This is an optimization exercise on Yosys and OpenROAD, whose aim is small area and a short achievable clock period, not a production implementation.
For this run, only the layout was checked, not whether the RTL still works.
Power figures rest on the tool's default switching activity, not on a simulated workload.

<file path="flow/flow/run.sh">
#!/bin/bash
# standard layout, with plain buf_1 cells as the port buffers
set -euo pipefail
export BUFFER_PORTS_ARGS="-buffer_cell sky130_fd_sc_hd__buf_1"
bash standard.sh > standard.log 2>&1
</file>
<file path="flow/constraint.sdc">
create_clock -name core_clock -period 5.2 [get_ports {clk}]
set_input_delay 1.0400 -clock core_clock [delete_from_list [all_inputs] [get_ports {clk}]]
set_output_delay 1.0400 -clock core_clock [all_outputs]
set_load 0.01 [all_outputs]
</file>
<file path="flow/config.mk">
export PLATFORM = sky130hd
export DESIGN_NAME = matvec_alu_top
export DESIGN_NICKNAME = matvec_alu_top
export VERILOG_FILES = /design/flow/design.v
export SDC_FILE = /design/flow/constraint.sdc
export NUM_CORES = 4
export LEC_CHECK = 0
export CAP_MARGIN = 20
export CORE_MARGIN = 2
export CORE_UTILIZATION = 40
export SETUP_SLACK_MARGIN = 1.6
export SLEW_MARGIN = 20
export SYNTH_HIERARCHICAL = 1
</file>
<file path="flow/design.v">
`default_nettype none
package alu_fmt_pkg;
    localparam int lane_count = 4;
    localparam int opnd_w = 8;
    localparam int prod_w = 16;
    localparam int res_w = 26;
endpackage
`default_nettype wire
`default_nettype none
module mul8s (
    input  logic [7:0]  a,
    input  logic [3:0]  one,
    input  logic [3:0]  two,
    input  logic [3:0]  neg,
    output logic [15:0] p
);
    logic pp1, pp2, pp3, pp4, pp5, pp6, pp7, pp8, pp9, pp10, pp11, pp12, pp13, pp14, pp15, pp16, pp17, pp18, pp19, pp20, pp21, pp22, pp23, pp24, pp25, pp26, pp27, pp28, pp29, pp30, pp31, pp32, pp33, pp34, pp35, pp36, ns37, ns38, ns39, ns40, s41, c42, s43, c44, s45, c46, s47, c48, s49, c50, s51, c52, s53, c54, s55, c56, s57, c58, s59, c60, s61, c62, s63, c64, s65, c66, s67, c68, s69, c70, s71, c72, s73, c74, s75, c76, s77, c78, s79, c80, s81, c82, s83, c84, s85, c86, s87, c88;
    logic [15:0] r0, r1;
    assign pp1 = ((one[0] & a[0])) ^ neg[0];
    assign pp2 = ((one[0] & a[1]) | (two[0] & a[0])) ^ neg[0];
    assign pp3 = ((one[0] & a[2]) | (two[0] & a[1])) ^ neg[0];
    assign pp4 = ((one[0] & a[3]) | (two[0] & a[2])) ^ neg[0];
    assign pp5 = ((one[0] & a[4]) | (two[0] & a[3])) ^ neg[0];
    assign pp6 = ((one[0] & a[5]) | (two[0] & a[4])) ^ neg[0];
    assign pp7 = ((one[0] & a[6]) | (two[0] & a[5])) ^ neg[0];
    assign pp8 = ((one[0] & a[7]) | (two[0] & a[6])) ^ neg[0];
    assign pp9 = ((one[0] & a[7]) | (two[0] & a[7])) ^ neg[0];
    assign pp10 = ((one[1] & a[0])) ^ neg[1];
    assign pp11 = ((one[1] & a[1]) | (two[1] & a[0])) ^ neg[1];
    assign pp12 = ((one[1] & a[2]) | (two[1] & a[1])) ^ neg[1];
    assign pp13 = ((one[1] & a[3]) | (two[1] & a[2])) ^ neg[1];
    assign pp14 = ((one[1] & a[4]) | (two[1] & a[3])) ^ neg[1];
    assign pp15 = ((one[1] & a[5]) | (two[1] & a[4])) ^ neg[1];
    assign pp16 = ((one[1] & a[6]) | (two[1] & a[5])) ^ neg[1];
    assign pp17 = ((one[1] & a[7]) | (two[1] & a[6])) ^ neg[1];
    assign pp18 = ((one[1] & a[7]) | (two[1] & a[7])) ^ neg[1];
    assign pp19 = ((one[2] & a[0])) ^ neg[2];
    assign pp20 = ((one[2] & a[1]) | (two[2] & a[0])) ^ neg[2];
    assign pp21 = ((one[2] & a[2]) | (two[2] & a[1])) ^ neg[2];
    assign pp22 = ((one[2] & a[3]) | (two[2] & a[2])) ^ neg[2];
    assign pp23 = ((one[2] & a[4]) | (two[2] & a[3])) ^ neg[2];
    assign pp24 = ((one[2] & a[5]) | (two[2] & a[4])) ^ neg[2];
    assign pp25 = ((one[2] & a[6]) | (two[2] & a[5])) ^ neg[2];
    assign pp26 = ((one[2] & a[7]) | (two[2] & a[6])) ^ neg[2];
    assign pp27 = ((one[2] & a[7]) | (two[2] & a[7])) ^ neg[2];
    assign pp28 = ((one[3] & a[0])) ^ neg[3];
    assign pp29 = ((one[3] & a[1]) | (two[3] & a[0])) ^ neg[3];
    assign pp30 = ((one[3] & a[2]) | (two[3] & a[1])) ^ neg[3];
    assign pp31 = ((one[3] & a[3]) | (two[3] & a[2])) ^ neg[3];
    assign pp32 = ((one[3] & a[4]) | (two[3] & a[3])) ^ neg[3];
    assign pp33 = ((one[3] & a[5]) | (two[3] & a[4])) ^ neg[3];
    assign pp34 = ((one[3] & a[6]) | (two[3] & a[5])) ^ neg[3];
    assign pp35 = ((one[3] & a[7]) | (two[3] & a[6])) ^ neg[3];
    assign pp36 = ((one[3] & a[7]) | (two[3] & a[7])) ^ neg[3];
    assign ns37 = ~pp9;
    assign ns38 = ~pp18;
    assign ns39 = ~pp27;
    assign ns40 = ~pp36;
    assign {c42, s41} = neg[3] + pp7;
    assign {c44, s43} = pp8 + pp15;
    assign {c46, s45} = 1'b1 + pp16 + pp23;
    assign {c48, s47} = 1'b1 + pp17;
    assign {c50, s49} = neg[2] + pp5;
    assign {c52, s51} = pp6 + pp13;
    assign {c54, s53} = pp14 + pp21 + pp28;
    assign {c56, s55} = pp22 + pp29 + c42;
    assign {c58, s57} = pp30 + ns37 + c44;
    assign {c60, s59} = pp24 + pp31 + s47;
    assign {c62, s61} = pp25 + pp32 + ns38;
    assign {c64, s63} = 1'b1 + pp26;
    assign {c66, s65} = neg[1] + pp3;
    assign {c68, s67} = pp4 + pp11;
    assign {c70, s69} = pp12 + pp19 + s49;
    assign {c72, s71} = pp20 + c50 + s51;
    assign {c74, s73} = c52 + s41 + s53;
    assign {c76, s75} = s43 + c54 + s55;
    assign {c78, s77} = s45 + c56 + s57;
    assign {c80, s79} = c46 + c58 + s59;
    assign {c82, s81} = c48 + s61 + c60;
    assign {c84, s83} = pp33 + s63 + c62;
    assign {c86, s85} = pp34 + ns39 + c64;
    assign {c88, s87} = 1'b1 + pp35;
    assign r0 = {1'b1, c88, c86, c84, c82, c80, c78, c76, c74, c72, c70, c68, c66, s65, pp2, neg[0]};
    assign r1 = {1'b0, ns40, s87, s85, s83, s81, s79, s77, s75, s73, s71, s69, s67, pp10, 1'b0, pp1};
    cpa16_ks u_cpa (.a(r0), .b(r1), .y(p));
endmodule
module booth_enc (
    input  logic [7:0] x,
    output logic [3:0] one,
    output logic [3:0] two,
    output logic [3:0] neg
);
    logic [8:0] xe;
    assign xe = {x, 1'b0};
    always_comb begin
        for (int j = 0; j < 4; j++) begin
            one[j] = xe[2*j+1] ^ xe[2*j];
            two[j] = (xe[2*j+2] & ~xe[2*j+1] & ~xe[2*j]) | (~xe[2*j+2] & xe[2*j+1] & xe[2*j]);
            neg[j] = xe[2*j+2];
        end
    end
endmodule
`default_nettype wire
`default_nettype none
module sum4g (
    input  logic [15:0] t0,
    input  logic [15:0] t1,
    input  logic [15:0] t2,
    input  logic [15:0] t3,
    input  logic [3:0]  e,
    output logic [17:0] y
);
    logic g1, g2, g3, g4, g5, g6, g7, g8, g9, g10, g11, g12, g13, g14, g15, g16, g17, g18, g19, g20, g21, g22, g23, g24, g25, g26, g27, g28, g29, g30, g31, g32, g33, g34, g35, g36, g37, g38, g39, g40, g41, g42, g43, g44, g45, g46, g47, g48, g49, g50, g51, g52, g53, g54, g55, g56, g57, g58, g59, g60, g61, g62, g63, g64, s65, c66, s67, c68, s69, c70, s71, c72, s73, c74, s75, c76, s77, c78, s79, c80, s81, c82, s83, c84, s85, c86, s87, c88, s89, c90, s91, c92, s93, c94, s95, c96, s97, c98, s99, c100, s101, c102, s103, c104, s105, c106, s107, c108, s109, c110, s111, c112, s113, c114, s115, c116, s117, c118, s119, c120, s121, c122, s123, c124, s125, c126, s127, c128;
    logic [17:0] r0, r1;
    assign g1 = e[0] & t0[0];
    assign g2 = e[0] & t0[1];
    assign g3 = e[0] & t0[2];
    assign g4 = e[0] & t0[3];
    assign g5 = e[0] & t0[4];
    assign g6 = e[0] & t0[5];
    assign g7 = e[0] & t0[6];
    assign g8 = e[0] & t0[7];
    assign g9 = e[0] & t0[8];
    assign g10 = e[0] & t0[9];
    assign g11 = e[0] & t0[10];
    assign g12 = e[0] & t0[11];
    assign g13 = e[0] & t0[12];
    assign g14 = e[0] & t0[13];
    assign g15 = e[0] & t0[14];
    assign g16 = ~(e[0] & t0[15]);
    assign g17 = e[1] & t1[0];
    assign g18 = e[1] & t1[1];
    assign g19 = e[1] & t1[2];
    assign g20 = e[1] & t1[3];
    assign g21 = e[1] & t1[4];
    assign g22 = e[1] & t1[5];
    assign g23 = e[1] & t1[6];
    assign g24 = e[1] & t1[7];
    assign g25 = e[1] & t1[8];
    assign g26 = e[1] & t1[9];
    assign g27 = e[1] & t1[10];
    assign g28 = e[1] & t1[11];
    assign g29 = e[1] & t1[12];
    assign g30 = e[1] & t1[13];
    assign g31 = e[1] & t1[14];
    assign g32 = ~(e[1] & t1[15]);
    assign g33 = e[2] & t2[0];
    assign g34 = e[2] & t2[1];
    assign g35 = e[2] & t2[2];
    assign g36 = e[2] & t2[3];
    assign g37 = e[2] & t2[4];
    assign g38 = e[2] & t2[5];
    assign g39 = e[2] & t2[6];
    assign g40 = e[2] & t2[7];
    assign g41 = e[2] & t2[8];
    assign g42 = e[2] & t2[9];
    assign g43 = e[2] & t2[10];
    assign g44 = e[2] & t2[11];
    assign g45 = e[2] & t2[12];
    assign g46 = e[2] & t2[13];
    assign g47 = e[2] & t2[14];
    assign g48 = ~(e[2] & t2[15]);
    assign g49 = e[3] & t3[0];
    assign g50 = e[3] & t3[1];
    assign g51 = e[3] & t3[2];
    assign g52 = e[3] & t3[3];
    assign g53 = e[3] & t3[4];
    assign g54 = e[3] & t3[5];
    assign g55 = e[3] & t3[6];
    assign g56 = e[3] & t3[7];
    assign g57 = e[3] & t3[8];
    assign g58 = e[3] & t3[9];
    assign g59 = e[3] & t3[10];
    assign g60 = e[3] & t3[11];
    assign g61 = e[3] & t3[12];
    assign g62 = e[3] & t3[13];
    assign g63 = e[3] & t3[14];
    assign g64 = ~(e[3] & t3[15]);
    assign {c66, s65} = g1 + g17;
    assign {c68, s67} = g2 + g18 + g34;
    assign {c70, s69} = g3 + g19 + g35;
    assign {c72, s71} = g4 + g20 + g36;
    assign {c74, s73} = g5 + g21 + g37;
    assign {c76, s75} = g6 + g22 + g38;
    assign {c78, s77} = g7 + g23 + g39;
    assign {c80, s79} = g8 + g24 + g40;
    assign {c82, s81} = g9 + g25 + g41;
    assign {c84, s83} = g10 + g26 + g42;
    assign {c86, s85} = g11 + g27 + g43;
    assign {c88, s87} = g12 + g28 + g44;
    assign {c90, s89} = g13 + g29 + g45;
    assign {c92, s91} = g14 + g30 + g46;
    assign {c94, s93} = g15 + g31 + g47;
    assign {c96, s95} = g16 + g32 + g48;
    assign {c98, s97} = g33 + g49;
    assign {c100, s99} = g50 + c66 + s67;
    assign {c102, s101} = g51 + c68 + s69;
    assign {c104, s103} = g52 + c70 + s71;
    assign {c106, s105} = g53 + c72 + s73;
    assign {c108, s107} = g54 + c74 + s75;
    assign {c110, s109} = g55 + c76 + s77;
    assign {c112, s111} = g56 + c78 + s79;
    assign {c114, s113} = g57 + c80 + s81;
    assign {c116, s115} = g58 + c82 + s83;
    assign {c118, s117} = g59 + c84 + s85;
    assign {c120, s119} = g60 + c86 + s87;
    assign {c122, s121} = g61 + c88 + s89;
    assign {c124, s123} = g62 + c90 + s91;
    assign {c126, s125} = g63 + c92 + s93;
    assign {c128, s127} = g64 + c94 + s95;
    assign r0 = {1'b1, c128, c126, c124, c122, c120, c118, c116, c114, c112, c110, c108, c106, c104, c102, c100, c98, s97};
    assign r1 = {1'b0, c96, s127, s125, s123, s121, s119, s117, s115, s113, s111, s109, s107, s105, s103, s101, s99, s65};
    cpa18_ks u_cpa (.a(r0), .b(r1), .y(y));
endmodule
module sum2g (
    input  logic [15:0] t0,
    input  logic [15:0] t1,
    input  logic [1:0]  e,
    output logic [16:0] y
);
    logic g1, g2, g3, g4, g5, g6, g7, g8, g9, g10, g11, g12, g13, g14, g15, g16, g17, g18, g19, g20, g21, g22, g23, g24, g25, g26, g27, g28, g29, g30, g31, g32;
    logic [16:0] r0, r1;
    assign g1 = e[0] & t0[0];
    assign g2 = e[0] & t0[1];
    assign g3 = e[0] & t0[2];
    assign g4 = e[0] & t0[3];
    assign g5 = e[0] & t0[4];
    assign g6 = e[0] & t0[5];
    assign g7 = e[0] & t0[6];
    assign g8 = e[0] & t0[7];
    assign g9 = e[0] & t0[8];
    assign g10 = e[0] & t0[9];
    assign g11 = e[0] & t0[10];
    assign g12 = e[0] & t0[11];
    assign g13 = e[0] & t0[12];
    assign g14 = e[0] & t0[13];
    assign g15 = e[0] & t0[14];
    assign g16 = ~(e[0] & t0[15]);
    assign g17 = e[1] & t1[0];
    assign g18 = e[1] & t1[1];
    assign g19 = e[1] & t1[2];
    assign g20 = e[1] & t1[3];
    assign g21 = e[1] & t1[4];
    assign g22 = e[1] & t1[5];
    assign g23 = e[1] & t1[6];
    assign g24 = e[1] & t1[7];
    assign g25 = e[1] & t1[8];
    assign g26 = e[1] & t1[9];
    assign g27 = e[1] & t1[10];
    assign g28 = e[1] & t1[11];
    assign g29 = e[1] & t1[12];
    assign g30 = e[1] & t1[13];
    assign g31 = e[1] & t1[14];
    assign g32 = ~(e[1] & t1[15]);
    assign r0 = {1'b1, g16, g15, g14, g13, g12, g11, g10, g9, g8, g7, g6, g5, g4, g3, g2, g1};
    assign r1 = {1'b0, g32, g31, g30, g29, g28, g27, g26, g25, g24, g23, g22, g21, g20, g19, g18, g17};
    cpa17_bk u_cpa (.a(r0), .b(r1), .y(y));
endmodule
`default_nettype wire
`default_nettype none
module cpa16_ks (
    input  logic [15:0] a,
    input  logic [15:0] b,
    output logic [15:0] y
);
    logic [15:0] cp, cg, cc;
    assign cp = a ^ b;
    assign cg = a & b;
    logic kg1, kp1;
    assign kg1 = cg[1] | (cp[1] & cg[0]);
    assign kp1 = cp[1] & cp[0];
    logic kg2, kp2;
    assign kg2 = cg[2] | (cp[2] & cg[1]);
    assign kp2 = cp[2] & cp[1];
    logic kg3, kp3;
    assign kg3 = cg[3] | (cp[3] & cg[2]);
    assign kp3 = cp[3] & cp[2];
    logic kg4, kp4;
    assign kg4 = cg[4] | (cp[4] & cg[3]);
    assign kp4 = cp[4] & cp[3];
    logic kg5, kp5;
    assign kg5 = cg[5] | (cp[5] & cg[4]);
    assign kp5 = cp[5] & cp[4];
    logic kg6, kp6;
    assign kg6 = cg[6] | (cp[6] & cg[5]);
    assign kp6 = cp[6] & cp[5];
    logic kg7, kp7;
    assign kg7 = cg[7] | (cp[7] & cg[6]);
    assign kp7 = cp[7] & cp[6];
    logic kg8, kp8;
    assign kg8 = cg[8] | (cp[8] & cg[7]);
    assign kp8 = cp[8] & cp[7];
    logic kg9, kp9;
    assign kg9 = cg[9] | (cp[9] & cg[8]);
    assign kp9 = cp[9] & cp[8];
    logic kg10, kp10;
    assign kg10 = cg[10] | (cp[10] & cg[9]);
    assign kp10 = cp[10] & cp[9];
    logic kg11, kp11;
    assign kg11 = cg[11] | (cp[11] & cg[10]);
    assign kp11 = cp[11] & cp[10];
    logic kg12, kp12;
    assign kg12 = cg[12] | (cp[12] & cg[11]);
    assign kp12 = cp[12] & cp[11];
    logic kg13, kp13;
    assign kg13 = cg[13] | (cp[13] & cg[12]);
    assign kp13 = cp[13] & cp[12];
    logic kg14, kp14;
    assign kg14 = cg[14] | (cp[14] & cg[13]);
    assign kp14 = cp[14] & cp[13];
    logic kg15, kp15;
    assign kg15 = cg[15] | (cp[15] & cg[14]);
    assign kp15 = cp[15] & cp[14];
    logic kg16, kp16;
    assign kg16 = kg2 | (kp2 & cg[0]);
    assign kp16 = kp2 & cp[0];
    logic kg17, kp17;
    assign kg17 = kg3 | (kp3 & kg1);
    assign kp17 = kp3 & kp1;
    logic kg18, kp18;
    assign kg18 = kg4 | (kp4 & kg2);
    assign kp18 = kp4 & kp2;
    logic kg19, kp19;
    assign kg19 = kg5 | (kp5 & kg3);
    assign kp19 = kp5 & kp3;
    logic kg20, kp20;
    assign kg20 = kg6 | (kp6 & kg4);
    assign kp20 = kp6 & kp4;
    logic kg21, kp21;
    assign kg21 = kg7 | (kp7 & kg5);
    assign kp21 = kp7 & kp5;
    logic kg22, kp22;
    assign kg22 = kg8 | (kp8 & kg6);
    assign kp22 = kp8 & kp6;
    logic kg23, kp23;
    assign kg23 = kg9 | (kp9 & kg7);
    assign kp23 = kp9 & kp7;
    logic kg24, kp24;
    assign kg24 = kg10 | (kp10 & kg8);
    assign kp24 = kp10 & kp8;
    logic kg25, kp25;
    assign kg25 = kg11 | (kp11 & kg9);
    assign kp25 = kp11 & kp9;
    logic kg26, kp26;
    assign kg26 = kg12 | (kp12 & kg10);
    assign kp26 = kp12 & kp10;
    logic kg27, kp27;
    assign kg27 = kg13 | (kp13 & kg11);
    assign kp27 = kp13 & kp11;
    logic kg28, kp28;
    assign kg28 = kg14 | (kp14 & kg12);
    assign kp28 = kp14 & kp12;
    logic kg29, kp29;
    assign kg29 = kg15 | (kp15 & kg13);
    assign kp29 = kp15 & kp13;
    logic kg30, kp30;
    assign kg30 = kg18 | (kp18 & cg[0]);
    assign kp30 = kp18 & cp[0];
    logic kg31, kp31;
    assign kg31 = kg19 | (kp19 & kg1);
    assign kp31 = kp19 & kp1;
    logic kg32, kp32;
    assign kg32 = kg20 | (kp20 & kg16);
    assign kp32 = kp20 & kp16;
    logic kg33, kp33;
    assign kg33 = kg21 | (kp21 & kg17);
    assign kp33 = kp21 & kp17;
    logic kg34, kp34;
    assign kg34 = kg22 | (kp22 & kg18);
    assign kp34 = kp22 & kp18;
    logic kg35, kp35;
    assign kg35 = kg23 | (kp23 & kg19);
    assign kp35 = kp23 & kp19;
    logic kg36, kp36;
    assign kg36 = kg24 | (kp24 & kg20);
    assign kp36 = kp24 & kp20;
    logic kg37, kp37;
    assign kg37 = kg25 | (kp25 & kg21);
    assign kp37 = kp25 & kp21;
    logic kg38, kp38;
    assign kg38 = kg26 | (kp26 & kg22);
    assign kp38 = kp26 & kp22;
    logic kg39, kp39;
    assign kg39 = kg27 | (kp27 & kg23);
    assign kp39 = kp27 & kp23;
    logic kg40, kp40;
    assign kg40 = kg28 | (kp28 & kg24);
    assign kp40 = kp28 & kp24;
    logic kg41, kp41;
    assign kg41 = kg29 | (kp29 & kg25);
    assign kp41 = kp29 & kp25;
    logic kg42, kp42;
    assign kg42 = kg34 | (kp34 & cg[0]);
    assign kp42 = kp34 & cp[0];
    logic kg43, kp43;
    assign kg43 = kg35 | (kp35 & kg1);
    assign kp43 = kp35 & kp1;
    logic kg44, kp44;
    assign kg44 = kg36 | (kp36 & kg16);
    assign kp44 = kp36 & kp16;
    logic kg45, kp45;
    assign kg45 = kg37 | (kp37 & kg17);
    assign kp45 = kp37 & kp17;
    logic kg46, kp46;
    assign kg46 = kg38 | (kp38 & kg30);
    assign kp46 = kp38 & kp30;
    logic kg47, kp47;
    assign kg47 = kg39 | (kp39 & kg31);
    assign kp47 = kp39 & kp31;
    logic kg48, kp48;
    assign kg48 = kg40 | (kp40 & kg32);
    assign kp48 = kp40 & kp32;
    logic kg49, kp49;
    assign kg49 = kg41 | (kp41 & kg33);
    assign kp49 = kp41 & kp33;
    assign cc[0] = 1'b0;
    assign cc[1] = cg[0];
    assign cc[2] = kg1;
    assign cc[3] = kg16;
    assign cc[4] = kg17;
    assign cc[5] = kg30;
    assign cc[6] = kg31;
    assign cc[7] = kg32;
    assign cc[8] = kg33;
    assign cc[9] = kg42;
    assign cc[10] = kg43;
    assign cc[11] = kg44;
    assign cc[12] = kg45;
    assign cc[13] = kg46;
    assign cc[14] = kg47;
    assign cc[15] = kg48;
    assign y = cp ^ cc;
endmodule
module cpa17_bk (
    input  logic [16:0] a,
    input  logic [16:0] b,
    output logic [16:0] y
);
    logic [16:0] cp, cg, cc;
    assign cp = a ^ b;
    assign cg = a & b;
    logic kg1, kp1;
    assign kg1 = cg[1] | (cp[1] & cg[0]);
    assign kp1 = cp[1] & cp[0];
    logic kg2, kp2;
    assign kg2 = cg[3] | (cp[3] & cg[2]);
    assign kp2 = cp[3] & cp[2];
    logic kg3, kp3;
    assign kg3 = cg[5] | (cp[5] & cg[4]);
    assign kp3 = cp[5] & cp[4];
    logic kg4, kp4;
    assign kg4 = cg[7] | (cp[7] & cg[6]);
    assign kp4 = cp[7] & cp[6];
    logic kg5, kp5;
    assign kg5 = cg[9] | (cp[9] & cg[8]);
    assign kp5 = cp[9] & cp[8];
    logic kg6, kp6;
    assign kg6 = cg[11] | (cp[11] & cg[10]);
    assign kp6 = cp[11] & cp[10];
    logic kg7, kp7;
    assign kg7 = cg[13] | (cp[13] & cg[12]);
    assign kp7 = cp[13] & cp[12];
    logic kg8, kp8;
    assign kg8 = cg[15] | (cp[15] & cg[14]);
    assign kp8 = cp[15] & cp[14];
    logic kg9, kp9;
    assign kg9 = kg2 | (kp2 & kg1);
    assign kp9 = kp2 & kp1;
    logic kg10, kp10;
    assign kg10 = kg4 | (kp4 & kg3);
    assign kp10 = kp4 & kp3;
    logic kg11, kp11;
    assign kg11 = kg6 | (kp6 & kg5);
    assign kp11 = kp6 & kp5;
    logic kg12, kp12;
    assign kg12 = kg8 | (kp8 & kg7);
    assign kp12 = kp8 & kp7;
    logic kg13, kp13;
    assign kg13 = kg10 | (kp10 & kg9);
    assign kp13 = kp10 & kp9;
    logic kg14, kp14;
    assign kg14 = kg12 | (kp12 & kg11);
    assign kp14 = kp12 & kp11;
    logic kg15, kp15;
    assign kg15 = kg14 | (kp14 & kg13);
    assign kp15 = kp14 & kp13;
    logic kg16, kp16;
    assign kg16 = kg11 | (kp11 & kg13);
    assign kp16 = kp11 & kp13;
    logic kg17, kp17;
    assign kg17 = kg3 | (kp3 & kg9);
    assign kp17 = kp3 & kp9;
    logic kg18, kp18;
    assign kg18 = kg5 | (kp5 & kg13);
    assign kp18 = kp5 & kp13;
    logic kg19, kp19;
    assign kg19 = kg7 | (kp7 & kg16);
    assign kp19 = kp7 & kp16;
    logic kg20, kp20;
    assign kg20 = cg[2] | (cp[2] & kg1);
    assign kp20 = cp[2] & kp1;
    logic kg21, kp21;
    assign kg21 = cg[4] | (cp[4] & kg9);
    assign kp21 = cp[4] & kp9;
    logic kg22, kp22;
    assign kg22 = cg[6] | (cp[6] & kg17);
    assign kp22 = cp[6] & kp17;
    logic kg23, kp23;
    assign kg23 = cg[8] | (cp[8] & kg13);
    assign kp23 = cp[8] & kp13;
    logic kg24, kp24;
    assign kg24 = cg[10] | (cp[10] & kg18);
    assign kp24 = cp[10] & kp18;
    logic kg25, kp25;
    assign kg25 = cg[12] | (cp[12] & kg16);
    assign kp25 = cp[12] & kp16;
    logic kg26, kp26;
    assign kg26 = cg[14] | (cp[14] & kg19);
    assign kp26 = cp[14] & kp19;
    logic kg27, kp27;
    assign kg27 = cg[16] | (cp[16] & kg15);
    assign kp27 = cp[16] & kp15;
    assign cc[0] = 1'b0;
    assign cc[1] = cg[0];
    assign cc[2] = kg1;
    assign cc[3] = kg20;
    assign cc[4] = kg9;
    assign cc[5] = kg21;
    assign cc[6] = kg17;
    assign cc[7] = kg22;
    assign cc[8] = kg13;
    assign cc[9] = kg23;
    assign cc[10] = kg18;
    assign cc[11] = kg24;
    assign cc[12] = kg16;
    assign cc[13] = kg25;
    assign cc[14] = kg19;
    assign cc[15] = kg26;
    assign cc[16] = kg15;
    assign y = cp ^ cc;
endmodule
module cpa18_ks (
    input  logic [17:0] a,
    input  logic [17:0] b,
    output logic [17:0] y
);
    logic [17:0] cp, cg, cc;
    assign cp = a ^ b;
    assign cg = a & b;
    logic kg1, kp1;
    assign kg1 = cg[1] | (cp[1] & cg[0]);
    assign kp1 = cp[1] & cp[0];
    logic kg2, kp2;
    assign kg2 = cg[2] | (cp[2] & cg[1]);
    assign kp2 = cp[2] & cp[1];
    logic kg3, kp3;
    assign kg3 = cg[3] | (cp[3] & cg[2]);
    assign kp3 = cp[3] & cp[2];
    logic kg4, kp4;
    assign kg4 = cg[4] | (cp[4] & cg[3]);
    assign kp4 = cp[4] & cp[3];
    logic kg5, kp5;
    assign kg5 = cg[5] | (cp[5] & cg[4]);
    assign kp5 = cp[5] & cp[4];
    logic kg6, kp6;
    assign kg6 = cg[6] | (cp[6] & cg[5]);
    assign kp6 = cp[6] & cp[5];
    logic kg7, kp7;
    assign kg7 = cg[7] | (cp[7] & cg[6]);
    assign kp7 = cp[7] & cp[6];
    logic kg8, kp8;
    assign kg8 = cg[8] | (cp[8] & cg[7]);
    assign kp8 = cp[8] & cp[7];
    logic kg9, kp9;
    assign kg9 = cg[9] | (cp[9] & cg[8]);
    assign kp9 = cp[9] & cp[8];
    logic kg10, kp10;
    assign kg10 = cg[10] | (cp[10] & cg[9]);
    assign kp10 = cp[10] & cp[9];
    logic kg11, kp11;
    assign kg11 = cg[11] | (cp[11] & cg[10]);
    assign kp11 = cp[11] & cp[10];
    logic kg12, kp12;
    assign kg12 = cg[12] | (cp[12] & cg[11]);
    assign kp12 = cp[12] & cp[11];
    logic kg13, kp13;
    assign kg13 = cg[13] | (cp[13] & cg[12]);
    assign kp13 = cp[13] & cp[12];
    logic kg14, kp14;
    assign kg14 = cg[14] | (cp[14] & cg[13]);
    assign kp14 = cp[14] & cp[13];
    logic kg15, kp15;
    assign kg15 = cg[15] | (cp[15] & cg[14]);
    assign kp15 = cp[15] & cp[14];
    logic kg16, kp16;
    assign kg16 = cg[16] | (cp[16] & cg[15]);
    assign kp16 = cp[16] & cp[15];
    logic kg17, kp17;
    assign kg17 = cg[17] | (cp[17] & cg[16]);
    assign kp17 = cp[17] & cp[16];
    logic kg18, kp18;
    assign kg18 = kg2 | (kp2 & cg[0]);
    assign kp18 = kp2 & cp[0];
    logic kg19, kp19;
    assign kg19 = kg3 | (kp3 & kg1);
    assign kp19 = kp3 & kp1;
    logic kg20, kp20;
    assign kg20 = kg4 | (kp4 & kg2);
    assign kp20 = kp4 & kp2;
    logic kg21, kp21;
    assign kg21 = kg5 | (kp5 & kg3);
    assign kp21 = kp5 & kp3;
    logic kg22, kp22;
    assign kg22 = kg6 | (kp6 & kg4);
    assign kp22 = kp6 & kp4;
    logic kg23, kp23;
    assign kg23 = kg7 | (kp7 & kg5);
    assign kp23 = kp7 & kp5;
    logic kg24, kp24;
    assign kg24 = kg8 | (kp8 & kg6);
    assign kp24 = kp8 & kp6;
    logic kg25, kp25;
    assign kg25 = kg9 | (kp9 & kg7);
    assign kp25 = kp9 & kp7;
    logic kg26, kp26;
    assign kg26 = kg10 | (kp10 & kg8);
    assign kp26 = kp10 & kp8;
    logic kg27, kp27;
    assign kg27 = kg11 | (kp11 & kg9);
    assign kp27 = kp11 & kp9;
    logic kg28, kp28;
    assign kg28 = kg12 | (kp12 & kg10);
    assign kp28 = kp12 & kp10;
    logic kg29, kp29;
    assign kg29 = kg13 | (kp13 & kg11);
    assign kp29 = kp13 & kp11;
    logic kg30, kp30;
    assign kg30 = kg14 | (kp14 & kg12);
    assign kp30 = kp14 & kp12;
    logic kg31, kp31;
    assign kg31 = kg15 | (kp15 & kg13);
    assign kp31 = kp15 & kp13;
    logic kg32, kp32;
    assign kg32 = kg16 | (kp16 & kg14);
    assign kp32 = kp16 & kp14;
    logic kg33, kp33;
    assign kg33 = kg17 | (kp17 & kg15);
    assign kp33 = kp17 & kp15;
    logic kg34, kp34;
    assign kg34 = kg20 | (kp20 & cg[0]);
    assign kp34 = kp20 & cp[0];
    logic kg35, kp35;
    assign kg35 = kg21 | (kp21 & kg1);
    assign kp35 = kp21 & kp1;
    logic kg36, kp36;
    assign kg36 = kg22 | (kp22 & kg18);
    assign kp36 = kp22 & kp18;
    logic kg37, kp37;
    assign kg37 = kg23 | (kp23 & kg19);
    assign kp37 = kp23 & kp19;
    logic kg38, kp38;
    assign kg38 = kg24 | (kp24 & kg20);
    assign kp38 = kp24 & kp20;
    logic kg39, kp39;
    assign kg39 = kg25 | (kp25 & kg21);
    assign kp39 = kp25 & kp21;
    logic kg40, kp40;
    assign kg40 = kg26 | (kp26 & kg22);
    assign kp40 = kp26 & kp22;
    logic kg41, kp41;
    assign kg41 = kg27 | (kp27 & kg23);
    assign kp41 = kp27 & kp23;
    logic kg42, kp42;
    assign kg42 = kg28 | (kp28 & kg24);
    assign kp42 = kp28 & kp24;
    logic kg43, kp43;
    assign kg43 = kg29 | (kp29 & kg25);
    assign kp43 = kp29 & kp25;
    logic kg44, kp44;
    assign kg44 = kg30 | (kp30 & kg26);
    assign kp44 = kp30 & kp26;
    logic kg45, kp45;
    assign kg45 = kg31 | (kp31 & kg27);
    assign kp45 = kp31 & kp27;
    logic kg46, kp46;
    assign kg46 = kg32 | (kp32 & kg28);
    assign kp46 = kp32 & kp28;
    logic kg47, kp47;
    assign kg47 = kg33 | (kp33 & kg29);
    assign kp47 = kp33 & kp29;
    logic kg48, kp48;
    assign kg48 = kg38 | (kp38 & cg[0]);
    assign kp48 = kp38 & cp[0];
    logic kg49, kp49;
    assign kg49 = kg39 | (kp39 & kg1);
    assign kp49 = kp39 & kp1;
    logic kg50, kp50;
    assign kg50 = kg40 | (kp40 & kg18);
    assign kp50 = kp40 & kp18;
    logic kg51, kp51;
    assign kg51 = kg41 | (kp41 & kg19);
    assign kp51 = kp41 & kp19;
    logic kg52, kp52;
    assign kg52 = kg42 | (kp42 & kg34);
    assign kp52 = kp42 & kp34;
    logic kg53, kp53;
    assign kg53 = kg43 | (kp43 & kg35);
    assign kp53 = kp43 & kp35;
    logic kg54, kp54;
    assign kg54 = kg44 | (kp44 & kg36);
    assign kp54 = kp44 & kp36;
    logic kg55, kp55;
    assign kg55 = kg45 | (kp45 & kg37);
    assign kp55 = kp45 & kp37;
    logic kg56, kp56;
    assign kg56 = kg46 | (kp46 & kg38);
    assign kp56 = kp46 & kp38;
    logic kg57, kp57;
    assign kg57 = kg47 | (kp47 & kg39);
    assign kp57 = kp47 & kp39;
    logic kg58, kp58;
    assign kg58 = kg56 | (kp56 & cg[0]);
    assign kp58 = kp56 & cp[0];
    logic kg59, kp59;
    assign kg59 = kg57 | (kp57 & kg1);
    assign kp59 = kp57 & kp1;
    assign cc[0] = 1'b0;
    assign cc[1] = cg[0];
    assign cc[2] = kg1;
    assign cc[3] = kg18;
    assign cc[4] = kg19;
    assign cc[5] = kg34;
    assign cc[6] = kg35;
    assign cc[7] = kg36;
    assign cc[8] = kg37;
    assign cc[9] = kg48;
    assign cc[10] = kg49;
    assign cc[11] = kg50;
    assign cc[12] = kg51;
    assign cc[13] = kg52;
    assign cc[14] = kg53;
    assign cc[15] = kg54;
    assign cc[16] = kg55;
    assign cc[17] = kg58;
    assign y = cp ^ cc;
endmodule
`default_nettype wire
`default_nettype none
module matvec_alu_top (
    input  logic        clk,
    input  logic        rst,
    input  logic        in_valid,
    input  logic [31:0] mat_word,
    input  logic [31:0] vec_word,
    input  logic [2:0]  pattern,
    output logic        out_valid,
    output logic [25:0] res_0,
    output logic [25:0] res_1,
    output logic [25:0] res_2,
    output logic [25:0] res_3
);
    logic        v1, v2;
    logic [2:0]  b1;
    always_ff @(posedge clk or negedge rst) begin
        if (!rst) begin
            v1        <= 1'b0;
            v2        <= 1'b0;
            out_valid <= 1'b0;
        end else begin
            v1        <= in_valid;
            v2        <= v1;
            out_valid <= v2;
        end
    end
    logic [31:0] m1;
    logic [3:0]  e_one [4], e_two [4], e_neg [4];
    logic [3:0]  one1 [4], two1 [4], neg1 [4];
    for (genvar gi = 0; gi < 4; gi++) begin : g_enc
        booth_enc u_enc (.x(vec_word[31-8*gi -: 8]), .one(e_one[gi]), .two(e_two[gi]), .neg(e_neg[gi]));
    end
    always_ff @(posedge clk) begin
        m1 <= mat_word;
        for (int i = 0; i < 4; i++) begin
            one1[i] <= e_one[i];
            two1[i] <= e_two[i];
            neg1[i] <= e_neg[i];
        end
        b1 <= pattern;
    end
    logic [15:0] q [4];
    logic [15:0] p [4];
    logic [3:0]  g;
    logic [2:0]  b2;
    for (genvar gi = 0; gi < 4; gi++) begin : g_mul
        mul8s u_mul (.a(m1[31-8*gi -: 8]), .one(one1[gi]), .two(two1[gi]), .neg(neg1[gi]), .p(q[gi]));
    end
    always_ff @(posedge clk) begin
        for (int i = 0; i < 4; i++) begin
            p[i] <= q[i];
        end
        g  <= {~b1[2], ~b1[1] & ~b1[2], ~b1[1], ~b1[0]};
        b2 <= b1;
    end
    logic [17:0] y_n, y3;
    logic [16:0] u_n, u3;
    logic [15:0] p0_3, p3_3;
    sum4g u_y (.t0(p[1]), .t1(p[0]), .t2(p[2]), .t3(p[3]), .e({g[2:0], 1'b1}), .y(y_n));
    sum2g u_u (.t0(p[2]), .t1(p[3]), .e({g[3], 1'b1}), .y(u_n));
    logic z0n, c1y, c1u, c1p, c2u, c2p, c3p;
    always_ff @(posedge clk) begin
        y3   <= y_n;
        u3   <= u_n;
        p0_3 <= p[0];
        p3_3 <= p[3];
        z0n  <= ~b2[0];
        c1y  <= b2[0];
        c1u  <= ~b2[0] & b2[1];
        c1p  <= ~b2[0] & ~b2[1] & b2[2];
        c2u  <= b2[0] & b2[1];
        c2p  <= b2[2] & (b2[0] ^ b2[1]);
        c3p  <= &b2;
    end
    logic [17:0] s0, s1, s2, s3;
    always_comb begin
        s0 = z0n ? y3 : 18'($signed(p0_3));
        s1 = ({18{c1y}} & y3) | ({18{c1u}} & 18'($signed(u3))) | ({18{c1p}} & 18'($signed(p3_3)));
        s2 = ({18{c2u}} & 18'($signed(u3))) | ({18{c2p}} & 18'($signed(p3_3)));
        s3 = {18{c3p}} & 18'($signed(p3_3));
    end
    assign res_0 = 26'($signed(s0));
    assign res_1 = 26'($signed(s1));
    assign res_2 = 26'($signed(s2));
    assign res_3 = 26'($signed(s3));
endmodule
`default_nettype wire
</file>
<file path="flow/standard.sh">
#!/bin/bash
# synth_recipe.tcl (not shown) runs the flow's synth.tcl, then flattens the netlist and writes it again
# the make line also repeats each setting of config.mk as NAME=value (left out here)
make -C /OpenROAD-flow-scripts/flow DESIGN_CONFIG=/design/flow/config.mk WORK_HOME=/design/flow/orfs CLKGATE_MAP_FILE= SYNTH_SCRIPT=/design/flow/synth_recipe.tcl "${@:-finish}"
</file>
==> run summary <==
critical path: stages, from the launching register on:
cell     delay [ns]
dfxtp_1        0.54
a22oi_1        0.20
xnor2_1        0.17
ha_1           0.16
inv_1          0.05
fa_1           0.49
inv_1          0.05
fa_1           0.44
ha_1           0.34
a21o_1         0.21
a31oi_1        0.19
nor2_1         0.07
nor3_1         0.22
xnor2_1        0.19
metal layers:
metal  wire length (um)  up-vias  global-route usage
met5                  0        -                   0
met4               1332        0             0.05911
met3               1849       69             0.03062
met2              17970      296              0.3006
met1              16490     5507              0.2160
li1                   -     5700                   -
cell families after synthesis:
group,synth area share
compound gates,0.1760
fa+ha+maj,0.2149
simple gates,0.09488
flops,0.2812
xor+xnor,0.1279
other cells,0.002958
buf+inv,0.09177
mux,0.01024
per-module statistics from Yosys (local to each module, per instance):
| module | times used | cells inside |
|---|---|---|
| matvec_alu_top | 1 | 384 |
| mul8s | 4 | 127 |
| sum4g | 1 | 112 |
| cpa18_ks | 1 | 112 |
| cpa17_bk | 1 | 80 |
| cpa16_ks | 4 | 86 |
| sum2g | 1 | 36 |
| booth_enc | 4 | 18 |
through the flow:
step	power, mW	setup slack (ns)
floorplan	7.505	2.127
global placement	8.793	1.819
detailed placement	8.848	1.770
CTS	10.93	1.757
global route	11.75	1.601
finish	10.84	1.768
cell type report:
cell class	count	area, um2	area share
repair buffers	174	653.1	0.03693
inverters	95	356.6	0.02017
clock inverters	21	237.7	0.01344
multi-input cells	1189	10420	0.5894
flip-flops and latches	231	4644	0.2626
well taps	532	665.6	0.03764
clock buffers	29	703.2	0.03977
how the worst min path moves through the flow:
stage	startpoint	endpoint	slack (ns)	depth (start not counted)
final	rst	out_valid	0.26	1
after global routing	rst	v2	0.26	1
after CTS	rst	out_valid	0.22	1
after detailed placement	v2	out_valid	0.34	0
after global placement	v2	out_valid	0.34	0
after floorplan	p[0][6]	p0_3[6]	0.32	0
power groups by stage:
stage               Combinational, mW  Clock, mW  Sequential (mW)
floorplan                        4.90          0             2.61
global placement                 5.82          0             2.97
detailed placement               5.87          0             2.97
CTS                              5.93       2.05             2.94
global route                     6.62       2.11             3.01
finish                           5.91       1.99             2.95
sequential cells by signal (all words and copies together), names as in the netlist, 3 cells and up:
register,count
p,64
m1,32
y3,18
u3,17
neg1,16
one1,16
p0_3,16
p3_3,16
two1,16
g,4
b1,3
b2,3
layout by cell type, fill, tap and decap left out, drive strengths merged, types with 6 or more instances in the layout:
cell      n
nand3    18
fa       99
nor3      9
a222oi   16
a211oi    7
nand4    13
a31oi    18
nor2     15
o21ai    55
ha      125
clkinv    7
a21oi    61
o21a      6
clkbuf   29
a22o     18
inv     101
o21bai    7
nand3b    8
nand2    97
dfxtp   228
xnor2   128
o211ai   14
conb     34
nand2b   15
and2    101
a211o    12
a22oi   113
a21o     34
mux2     15
buf     174
xor2    113
==> impl_metrics.env <==
export IMPL_setup_violations=0
export IMPL_pwr_share_seq=0.272
export IMPL_avgSynthCellArea_um2=10.01
export IMPL_layout_drive_gt1_share=0.09776
export IMPL_switchingPower_mw=4.700
export IMPL_yosysWarnings=20
export IMPL_gp_congestion=0.8959
export IMPL_drt_iter0_markers=713
export IMPL_place_area_um2=16740
export IMPL_async_flop_share=0.01299
export IMPL_remaining_drc_errors=0
export IMPL_grt_max_degree=20
export IMPL_endpoint_kind="register"
export IMPL_maxCapViolCount=0
export IMPL_final_cells=2271
export IMPL_synth_area_leader_cell="dfxtp_1"
export IMPL_min_period_ns=3.432
export IMPL_routed_wl_mm=37.64
export IMPL_grt_pass1_wl_mm=60.54
export IMPL_clkLatencyLatePin_ns=0.57
export IMPL_final_hold_viol_count=0
export IMPL_final_core_util=0.4341
export IMPL_vias_per_cell=5.096
export IMPL_wire_per_inst_um=16.57
export IMPL_leakagePower_nw=7.642
export IMPL_port_buffers=174
export IMPL_cts_tree="built"
export IMPL_tns_ns=0
export IMPL_ant_nets=0
export IMPL_power_density_nw_per_um2=613.2
export IMPL_dp_hpwl_mm=30.12
export IMPL_critPathCapture="p[3][14]"
export IMPL_internal_power_mw=6.142
export IMPL_tightest_slew_ns=0.8804
export IMPL_r2r_slack_ns=1.77
export IMPL_grt_pass1_vias=11669
export IMPL_crit_arrival_ns=3.88
export IMPL_synth_edf_count=0
export IMPL_finClkSkew_ns=0.03398
export IMPL_synth_ff_type="dfxtp_1"
export IMPL_clockPowerShare=0.183
export IMPL_syn_cell_area_um2=16500
export IMPL_clk_pin_slew_ns=0.07
export IMPL_synth_seq_cells=231
export IMPL_ir_drop_v=0.0002708
export IMPL_synth_most_common_cell="dfxtp_1"
export IMPL_rr_worst_depth=13
export IMPL_final_max_slew_viol_count=0
export IMPL_cp_start_kind="register"
export IMPL_n_antenna_cell=0
export IMPL_clock_path_buffers=3
export IMPL_p_sw_frac=0.4335
export IMPL_outcome="complete, no violations"
export IMPL_yosysSeqAreaShare=0.2812
export IMPL_timing_rr_start="m1[6]"
export IMPL_grt_setup_unrepaired="no"
export IMPL_yosys_cell_types_count=62
export IMPL_clock_sink_count=231
export IMPL_max_freq_mhz=291.4
export IMPL_synthTopCellsByArea="dfxtp_1 (28%), fa_1 (12%), ha_1 (9.5%)"
export IMPL_floorplan_initialDensity=0.4049
export IMPL_combinationalPowerShare=0.545
export IMPL_path_max_fanout=8
export IMPL_final_nets=2012
export IMPL_postCtsResizedCells=0
export IMPL_grt_usage=0.1731
export IMPL_cts_buffers_inserted=27
export IMPL_max_slew_margin=0.4123
export IMPL_design_core_area_um2=40740
export IMPL_cts_setup_buffers=0
export IMPL_post_route_period_util=0.6599
export IMPL_synth_top_area_frac=0.2767
export IMPL_whs_ns=0.2599
export IMPL_fin_area_um2=17680
export IMPL_rows=74
export IMPL_critPathKind="register to register"
export IMPL_synth_cells=1648
export IMPL_dp_cells=2221
export IMPL_required_ns=5.65
export IMPL_first_pass_iters=8
export IMPL_crit_path_start="m1[6]"
export IMPL_die_width_um=207.1
export IMPL_r2r_end="p[3][14]"
export IMPL_antenna_found_initial=0
export IMPL_vias=11572
export IMPL_fill_cells=4017
export IMPL_cts_htree_levels=1
export IMPL_die_area_um2=42880
export IMPL_io_pins=175
export IMPL_hp_class="input pin to asynchronous set/reset pin"
export IMPL_die_h_um=207.1
export IMPL_grt_ovfl_total=0
export IMPL_root_buffer="clkbuf_16"
export IMPL_yosys_top_cells_count="dfxtp_1 (228), xnor2_1 (128), ha_1 (125)"
export IMPL_syn_to_final_growth_pct=7.190
export IMPL_ctsHoldBuffers=0

-- static timing again, ports no longer ideal --
No port has a modelled driver above. Below, the same layout with a new extraction and two added sets of constraints. Step 1, drivers: a clkbuf_16 drives clk and a buf_2 each remaining input, both assumed. Step 2 moves the port delays by t, midway between the first and last clock arrival at a register: inputs arrive t later, outputs are due t later. That takes back most of the time a late clock gives input paths. Three values: ideal, step 1, step 2; two values: the first two.
shift t [ns]: 0.606
setup slack, ns: 1.768 / 1.768 / 1.768
hold WS [ns]: 0.260 / 0.228 / 0.354
slew at the worst register clock pin (ns): 0.07 / 0.07
After both steps this run still meets setup and hold. For this run, drivers alone change the setup slack by 0.000 ns; drivers and shift together by 0.000 ns.
